This is an optimization exercise on Yosys and OpenROAD, whose aim is small area, a short achievable clock period and few clock cycles per item, not a production implementation. Only simulation tests tie the RTL to the original design; equivalence was not proved. No activity file was given, so power comes from the tool's default toggle rates.

==> design.v <==
`timescale 1ns / 1ps
package bds_pkg;
  localparam int SBR_WIDTH   = 13;
  localparam int MAX_RATIO   = 32;
  localparam int FIRST_RATIO = 4;
  localparam int CLK_W       = 28;
  localparam int BAUD_W      = 23;
  localparam int OSR_W       = 5;
  localparam int RATIO_W     = 6;
  localparam int DIV_W       = 16;
  localparam int QUO_W       = 28;
  localparam int CNT_W       = 5;
  localparam logic [DIV_W-1:0] DIV_SAT = {DIV_W{1'b1}};
  localparam logic [OSR_W-1:0] EDGE_LOW  = OSR_W'(3);
  localparam logic [OSR_W-1:0] EDGE_HIGH = OSR_W'(6);
  typedef struct packed {
    logic [CLK_W-1:0]  clock_hz;
    logic [BAUD_W-1:0] baud_wanted;
  } query_t;
  typedef struct packed {
    logic [OSR_W-1:0]     osr_field;
    logic [SBR_WIDTH-1:0] sbr_divisor;
    logic                 both_edge;
    logic [CLK_W-1:0]     rate_error;
    logic                 divisor_overflow;
  } result_t;
  typedef struct packed {
    logic             start;
    logic [QUO_W-1:0] dividend;
    logic [QUO_W-1:0] divisor;
  } div_req_t;
  typedef struct packed {
    logic             done;
    logic [QUO_W-1:0] quotient;
  } div_rsp_t;
endpackage
`timescale 1ns / 1ps
module bds_divider
(
  input  logic     clk,
  input  logic     rst,
  input  bds_pkg::div_req_t req,
  output bds_pkg::div_rsp_t rsp
);
  logic [bds_pkg::QUO_W-1:0] rem;
  logic [bds_pkg::QUO_W-1:0] quo;
  logic [bds_pkg::QUO_W-1:0] dvs;
  logic [bds_pkg::CNT_W-1:0] cnt;
  logic             busy;
  logic             done;
  logic [bds_pkg::QUO_W:0]   trial;
  logic             fits;
  assign trial = {rem, quo[bds_pkg::QUO_W-1]};
  assign fits  = trial >= {1'b0, dvs};
  always_ff @(posedge clk) begin
    if (rst) begin
      busy <= 1'b0;
      done <= 1'b0;
      cnt  <= '0;
    end else begin
      done <= 1'b0;
      if (req.start) begin
        busy <= 1'b1;
        cnt  <= bds_pkg::CNT_W'(bds_pkg::QUO_W - 1);
      end else if (busy) begin
        if (cnt == '0) begin
          busy <= 1'b0;
          done <= 1'b1;
        end
        cnt <= cnt - 1'b1;
      end
    end
  end
  always_ff @(posedge clk) begin
    if (req.start) begin
      rem <= '0;
      quo <= req.dividend;
      dvs <= req.divisor;
    end else if (busy) begin
      if (fits) begin
        rem <= bds_pkg::QUO_W'(trial - {1'b0, dvs});
      end else begin
        rem <= trial[bds_pkg::QUO_W-1:0];
      end
      quo <= {quo[bds_pkg::QUO_W-2:0], fits};
    end
  end
  assign rsp.done     = done;
  assign rsp.quotient = quo;
endmodule
`timescale 1ns / 1ps
module baud_divisor_search
(
  input  logic    clk,
  input  logic    rst,
  input  logic    query_valid,
  output logic    query_stall,
  input  bds_pkg::query_t  query,
  output logic    result_valid,
  input  logic    result_stall,
  output bds_pkg::result_t result
);
  localparam logic [3:0] S_IDLE   = 4'd0;
  localparam logic [3:0] S_START1 = 4'd1;
  localparam logic [3:0] S_WAIT1  = 4'd2;
  localparam logic [3:0] S_START2 = 4'd3;
  localparam logic [3:0] S_WAIT2  = 4'd4;
  localparam logic [3:0] S_NEXT   = 4'd5;
  localparam logic [3:0] S_FINISH = 4'd6;
  logic [3:0]         state;
  logic [bds_pkg::CLK_W-1:0]   clk_hz;
  logic [bds_pkg::BAUD_W-1:0]  baud;
  logic [bds_pkg::RATIO_W-1:0] ratio;
  logic               may_bump;
  logic               is_bump;
  logic               have_best;
  logic [bds_pkg::OSR_W-1:0]   best_osr;
  logic [bds_pkg::DIV_W-1:0]   best_div;
  logic [bds_pkg::CLK_W-1:0]   best_err;
  logic [bds_pkg::DIV_W-1:0]   trial_d;
  bds_pkg::div_req_t           dreq;
  bds_pkg::div_rsp_t           drsp;
  logic [bds_pkg::CLK_W-1:0]   err;
  logic [bds_pkg::DIV_W-1:0]   q_sat;
  logic [bds_pkg::DIV_W-1:0]   bump_d;
  logic               accept;
  logic               out_free;
  bds_divider u_div (
    .clk (clk),
    .rst (rst),
    .req (dreq),
    .rsp (drsp)
  );
  assign accept   = query_valid && !query_stall;
  assign out_free = !result_valid || !result_stall;
  assign query_stall = (state != S_IDLE);
  always_comb begin
    if (drsp.quotient >= bds_pkg::CLK_W'(baud)) begin
      err = drsp.quotient - bds_pkg::CLK_W'(baud);
    end else begin
      err = bds_pkg::CLK_W'(baud) - drsp.quotient;
    end
    if (|drsp.quotient[bds_pkg::QUO_W-1:bds_pkg::DIV_W]) begin
      q_sat = bds_pkg::DIV_SAT;
    end else begin
      q_sat = drsp.quotient[bds_pkg::DIV_W-1:0];
    end
    bump_d = (trial_d == bds_pkg::DIV_SAT) ? bds_pkg::DIV_SAT : trial_d + 1'b1;
  end
  always_ff @(posedge clk) begin
    if (rst) begin
      state        <= S_IDLE;
      dreq.start   <= 1'b0;
      result_valid <= 1'b0;
    end else begin
      dreq.start <= (state == S_START1) || (state == S_START2);
      if (state == S_FINISH && out_free) begin
        result_valid <= 1'b1;
      end else if (!result_stall) begin
        result_valid <= 1'b0;
      end
      case (state)
        S_IDLE: begin
          if (accept) begin
            state <= S_START1;
          end
        end
        S_START1: begin
          state <= S_WAIT1;
        end
        S_WAIT1: begin
          if (drsp.done) begin
            state <= S_START2;
          end
        end
        S_START2: begin
          state <= S_WAIT2;
        end
        S_WAIT2: begin
          if (drsp.done) begin
            if (!is_bump && err == '0) begin
              state <= S_FINISH;
            end else if (!is_bump && (!have_best || err < best_err) && may_bump) begin
              state <= S_START2;
            end else begin
              state <= S_NEXT;
            end
          end
        end
        S_NEXT: begin
          state <= (ratio == bds_pkg::RATIO_W'(bds_pkg::MAX_RATIO)) ? S_FINISH : S_START1;
        end
        S_FINISH: begin
          if (out_free) begin
            state <= S_IDLE;
          end
        end
        default: begin
          state <= S_IDLE;
        end
      endcase
    end
  end
  always_ff @(posedge clk) begin
    case (state)
      S_IDLE: begin
        if (accept) begin
          clk_hz    <= query.clock_hz;
          baud      <= query.baud_wanted;
          ratio     <= bds_pkg::RATIO_W'(bds_pkg::FIRST_RATIO);
          may_bump  <= 1'b0;
          is_bump   <= 1'b0;
          have_best <= 1'b0;
        end
      end
      S_START1: begin
        dreq.dividend <= clk_hz;
        dreq.divisor  <= bds_pkg::QUO_W'(baud) * bds_pkg::QUO_W'(ratio);
      end
      S_WAIT1: begin
        if (drsp.done) begin
          if (drsp.quotient == '0) begin
            trial_d  <= bds_pkg::DIV_W'(1);
            may_bump <= 1'b0;
          end else begin
            trial_d <= q_sat;
          end
        end
      end
      S_START2: begin
        dreq.dividend <= clk_hz;
        dreq.divisor  <= bds_pkg::QUO_W'(trial_d) * bds_pkg::QUO_W'(ratio);
      end
      S_WAIT2: begin
        if (drsp.done) begin
          if (is_bump) begin
            if (err < best_err) begin
              best_div <= trial_d;
              best_err <= err;
            end
          end else if (err == '0 || !have_best || err < best_err) begin
            best_osr  <= bds_pkg::OSR_W'(ratio - 1'b1);
            best_div  <= trial_d;
            best_err  <= err;
            have_best <= 1'b1;
            if (err != '0 && may_bump) begin
              trial_d <= bump_d;
              is_bump <= 1'b1;
            end
          end
        end
      end
      S_NEXT: begin
        may_bump <= 1'b1;
        is_bump  <= 1'b0;
        ratio    <= ratio + 1'b1;
      end
      S_FINISH: begin
        if (out_free) begin
          result.osr_field        <= best_osr;
          result.sbr_divisor      <= best_div[bds_pkg::SBR_WIDTH-1:0];
          result.both_edge        <= (best_osr >= bds_pkg::EDGE_LOW) && (best_osr <= bds_pkg::EDGE_HIGH);
          result.rate_error       <= best_err;
          result.divisor_overflow <= |best_div[bds_pkg::DIV_W-1:bds_pkg::SBR_WIDTH];
        end
      end
      default: begin
      end
    endcase
  end
endmodule
`timescale 1ns / 1ps
module bds_top
(
  input  logic        clk,
  input  logic        rst,
  input  logic        query_valid,
  output logic        query_stall,
  input  logic [27:0] query_clock_hz,
  input  logic [22:0] query_baud_wanted,
  output logic        result_valid,
  input  logic        result_stall,
  output logic [4:0]  result_osr_field,
  output logic [12:0] result_sbr_divisor,
  output logic        result_both_edge,
  output logic [27:0] result_rate_error,
  output logic        result_divisor_overflow
);
  bds_pkg::query_t  query;
  bds_pkg::result_t result;
  assign query.clock_hz    = query_clock_hz;
  assign query.baud_wanted = query_baud_wanted;
  baud_divisor_search u_search (
    .clk          (clk),
    .rst          (rst),
    .query_valid  (query_valid),
    .query_stall  (query_stall),
    .query        (query),
    .result_valid (result_valid),
    .result_stall (result_stall),
    .result       (result)
  );
  assign result_osr_field        = result.osr_field;
  assign result_sbr_divisor      = result.sbr_divisor;
  assign result_both_edge        = result.both_edge;
  assign result_rate_error       = result.rate_error;
  assign result_divisor_overflow = result.divisor_overflow;
endmodule
==> run.sh <==
#!/bin/bash
# synth_recipe.tcl (not shown) runs the flow's synth.tcl, then flattens the netlist and writes it again
# the make line also repeats each setting of config.mk as NAME=value (left out here)
make -C /OpenROAD-flow-scripts/flow DESIGN_CONFIG=/design/flow/config.mk WORK_HOME=/design/flow/orfs CLKGATE_MAP_FILE= SYNTH_SCRIPT=/design/flow/synth_recipe.tcl finish
==> config.mk <==
export PLATFORM = sky130hd
export DESIGN_NAME = bds_top
export DESIGN_NICKNAME = bds_top
export VERILOG_FILES = /design/flow/design.v
export SDC_FILE = /design/flow/constraint.sdc
export NUM_CORES = 4
export LEC_CHECK = 0
export CAP_MARGIN = 20
export CORE_MARGIN = 2
export CORE_UTILIZATION = 40
export SLEW_MARGIN = 20
==> constraint.sdc <==
create_clock -name core_clock -period 8.0 [get_ports {clk}]
set_input_delay 1.6000 -clock core_clock [delete_from_list [all_inputs] [get_ports {clk}]]
set_output_delay 1.6000 -clock core_clock [all_outputs]
set_load 0.01 [all_outputs]
==> run summary <==
layout by cell type (no fill, tap or decap), types with 22 or more instances in the layout:
| master | n |
|---|---|
| nor2_1 | 135 |
| inv_1 | 290 |
| clkdlybuf4s50_1 | 104 |
| xnor2_1 | 66 |
| o21ai_0 | 119 |
| fa_1 | 144 |
| nor3_1 | 36 |
| ha_1 | 173 |
| buf_4 | 22 |
| nand3_1 | 29 |
| edfxtp_1 | 285 |
| xor2_1 | 56 |
| mux2i_1 | 23 |
| dfxtp_1 | 39 |
| clkbuf_16 | 39 |
| nand2_1 | 336 |
| a21oi_1 | 136 |
| and2_1 | 37 |
| a21o_1 | 47 |
| a211oi_1 | 25 |
report_power, final:
| group | switching [W] | internal [W] | leakage [nW] |
|---|---|---|---|
| sequential | 0.000242 | 0.00240 | 2.95 |
| clock | 0.000725 | 0.000981 | 0.583 |
| combinational | 0.00391 | 0.00256 | 7.84 |
| total | 0.00488 | 0.00594 | 11.4 |
registers in the layout, indices dropped and copies added, names as in the netlist, 23 cells and up:
signal and count:
u_search.baud 23, u_search.best_err 28, u_search.clk_hz 28, u_search.dreq 57, u_search.result 48, u_search.u_div.dvs 28
u_search.u_div.quo 28, u_search.u_div.rem 28
cell families after synthesis:
logic type               after synthesis  synth area share [%]
AND/OR/NAND/NOR                      700                  13.6
AO/OA/AOI/OAI                        458                  12.3
buffers and inverters                391                  6.56
flip-flops                           325                  40.1
adder cells (fa/ha/maj)              317                  21.6
XOR/XNOR                             122                  4.57
multiplexers                          29                  1.27
per-layer routing:
metal | vias to the layer above | global-route usage (%) | wire [microns]
li1 | 8116 | - | -
met3 | 83 | 3.56 | 4350
met2 | 543 | 34.0 | 28400
met4 | 0 | 5.42 | 1300
met5 | - | 0 | 0
met1 | 8457 | 29.3 | 28300
worst max path at each step:
| stage | startpoint | endpoint | slack (ps) |
|---|---|---|---|
| floorplan | u_search.u_div.quo[0] | u_search.best_div[0] | 550 |
| global placement | u_search.baud[8] | u_search.trial_d[13] | 1010 |
| detailed placement | u_search.baud[16] | u_search.trial_d[13] | 900 |
| CTS | u_search.baud[16] | u_search.trial_d[13] | 840 |
| global route | u_search.baud[16] | u_search.trial_d[15] | 290 |
| finish | u_search.baud[16] | u_search.trial_d[11] | 770 |
metrics by stage:
step / hold slack [ps] / util [%] / instances
2_1_floorplan: 400 / - / 2342
3_3_place_gp: 402 / 43.6 / 3134
3_5_place_dp: 405 / 43.6 / 3134
4_1_cts: 411 / 45.7 / 3203
5_1_grt: 421 / 45.7 / 3203
6_report: 410 / 45.7 / 3203
worst max-delay path, cell delays in order (launching register included):
cell,delay (ps)
edfxtp_1,510
ha_1,600
nand4_1,180
or3_4,430
o41a_1,380
nand2_2,130
a211o_1,860
mux2i_1,210
xnor2_1,430
ha_1,340
a21o_1,170
a21o_1,180
a21oi_1,160
nor2b_1,60
o21ai_0,140
nand2b_1,120
a2111o_1,430
a31oi_1,230
o21bai_1,140
and2_1,290
nor3_1,190
a21o_1,640
final cells by class:
class / count / area [sq um]
clock buffers: 48 / 1030
clock inverters: 21 / 176
fillers: 5449 / 31300
inverters: 291 / 1090
multi-input cells: 1626 / 12500
flip-flops and latches: 325 / 9360
well taps: 765 / 957
repair buffers: 127 / 1230
==> results.json <==
{
  "status": "no timing/DRC/antenna violations",
  "synth_nets": 2714,
  "ys.warnings.count": 2,
  "critPathMaxFanout": 25,
  "ant_nets": 0,
  "htree_levels": 2,
  "io_pins": 105,
  "drv_cap": 0,
  "root_buffer": "clkbuf_16",
  "port_buffers": 104,
  "synth_edf_count": 285,
  "insertion_delay_ps": 570,
  "overflow": 0,
  "crit_type": "reg2reg",
  "hold_start": "u_search.dreq[20]",
  "drive_gt1_share_pct": 4.80,
  "final_area_sq_um": 26400,
  "gp_congestion": 0.886,
  "timing.rr.end": "u_search.trial_d[11]",
  "gr-usage-all-layers_pct": 21.1,
  "setup_ws_ps": 773,
  "diodes": 0,
  "synth_common_cells": "nand2_1, inv_1, edfxtp_1",
  "r2r_setup_slack_ps": 770,
  "yosysTopAreaCellShare_pct": 36.6,
  "antenna_found_initial": 2,
  "initial_core_util_pct": 40.5,
  "routed_via_density": 5.37,
  "powerDensity_nw_per_um2": 410,
  "r2r_cells": 21,
  "synth.distinct_cells": 79,
  "synth-main-ff-cell": "edfxtp_1",
  "grt_max_degree": 52,
  "start_kind": "flop",
  "drtIter0Drc": 1231,
  "clock-sinks": 325,
  "die_w_microns": 246,
  "hold_path_depth": 0,
  "grt_first_pass_wirelength_microns": 98400,
  "wl_microns": 62400,
  "end_kind": "flop",
  "p_total_w": 0.0108,
  "placeableCoreArea_sq_um": 57700,
  "hp-class": "reg2reg",
  "finalCriticalPeriod_ps": 7230,
  "die-area_sq_um": 60400,
  "clock_skew_ps": 29.0,
  "worstPathRequired_ps": 8180,
  "tns_ps": 0,
  "via_count": 17200,
  "clockBufferDepth": 3,
  "cts_buffers": 38,
  "clk_pin_slew_ps": 60,
  "first_global_vias": 17200,
  "synth.largest_area_cell": "edfxtp_1",
  "num_rows": 88,
  "first_pass_iters": 5,
  "dp_hpwl_microns": 48400,
  "tightestPinTransition_ps": 1120,
  "die_h_microns": 246,
  "ys_ff_latch": 325,
  "areaGrowthSynthToFinish_pct": 12.8,
  "fin_nets": 2781,
  "synthMostInstantiatedCell": "nand2_1",
  "drcViolationCount": 0,
  "clock.fmax_ghz": 0.138,
  "critical_path_arrival_ps": 7410,
  "rr_startpoint": "u_search.baud[16]",
  "vdd_drop_max_mv": 0.300,
  "yosysSeqAreaShare_pct": 40.1,
  "synth_area_leaders": "edfxtp_1, fa_1, ha_1",
  "placed_area_sq_um": 25100,
  "drv_slew": 0,
  "cts_tree": "built",
  "syn_inst": 2342,
  "cts_resized": 0,
  "syn-cell-area_sq_um": 23400,
  "rsz0062_at_grt": "false",
  "postCtsSetupBuffers": 0,
  "hold_viol_final": 0,
  "cts.hold.buffers_added": 0,
  "final-setup-viol-count": 0,
  "synth_area_per_cell_sq_um": 9.98,
  "min_period_over_period_pct": 90.3,
  "place_worst_setup_slack_ps": 897,
  "whs_endpoint": "u_search.u_div.dvs[20]",
  "relSlewSlack_pct": 25.3,
  "async_flop_share_pct": 0,
  "p_leak_nw": 11.4,
  "wire_per_inst_microns": 19.5
}
Testbench counts, summed over its fixed seeds: cycles 304,857, queries 256.

afterwards: timing with drivers on the ports:
In the flow no input, the clock included, has a driving cell. The finished layout below was timed again as built, in two steps. Step 1 assumes that a clkbuf_16 drives the clock port and a buf_2 every other input. Step 2 times the ports against the registers' clock, not the clock port: input delays grow and output delays shrink by t, the midpoint of the rising clock arrivals with the driver on. Slacks: ideal / step 1 / step 2; pairs: ideal / step 1.
t, ns: 0.617
slack for setup (ns): 0.773 / 0.773 / 0.773
worst hold slack (ns): 0.410 / 0.410 / 0.410
worst setup path at the end: register to register
After both steps setup and hold are still met in this run. For this run, drivers alone change the setup slack by 0.000 ns; drivers and shift together by 0.000 ns.
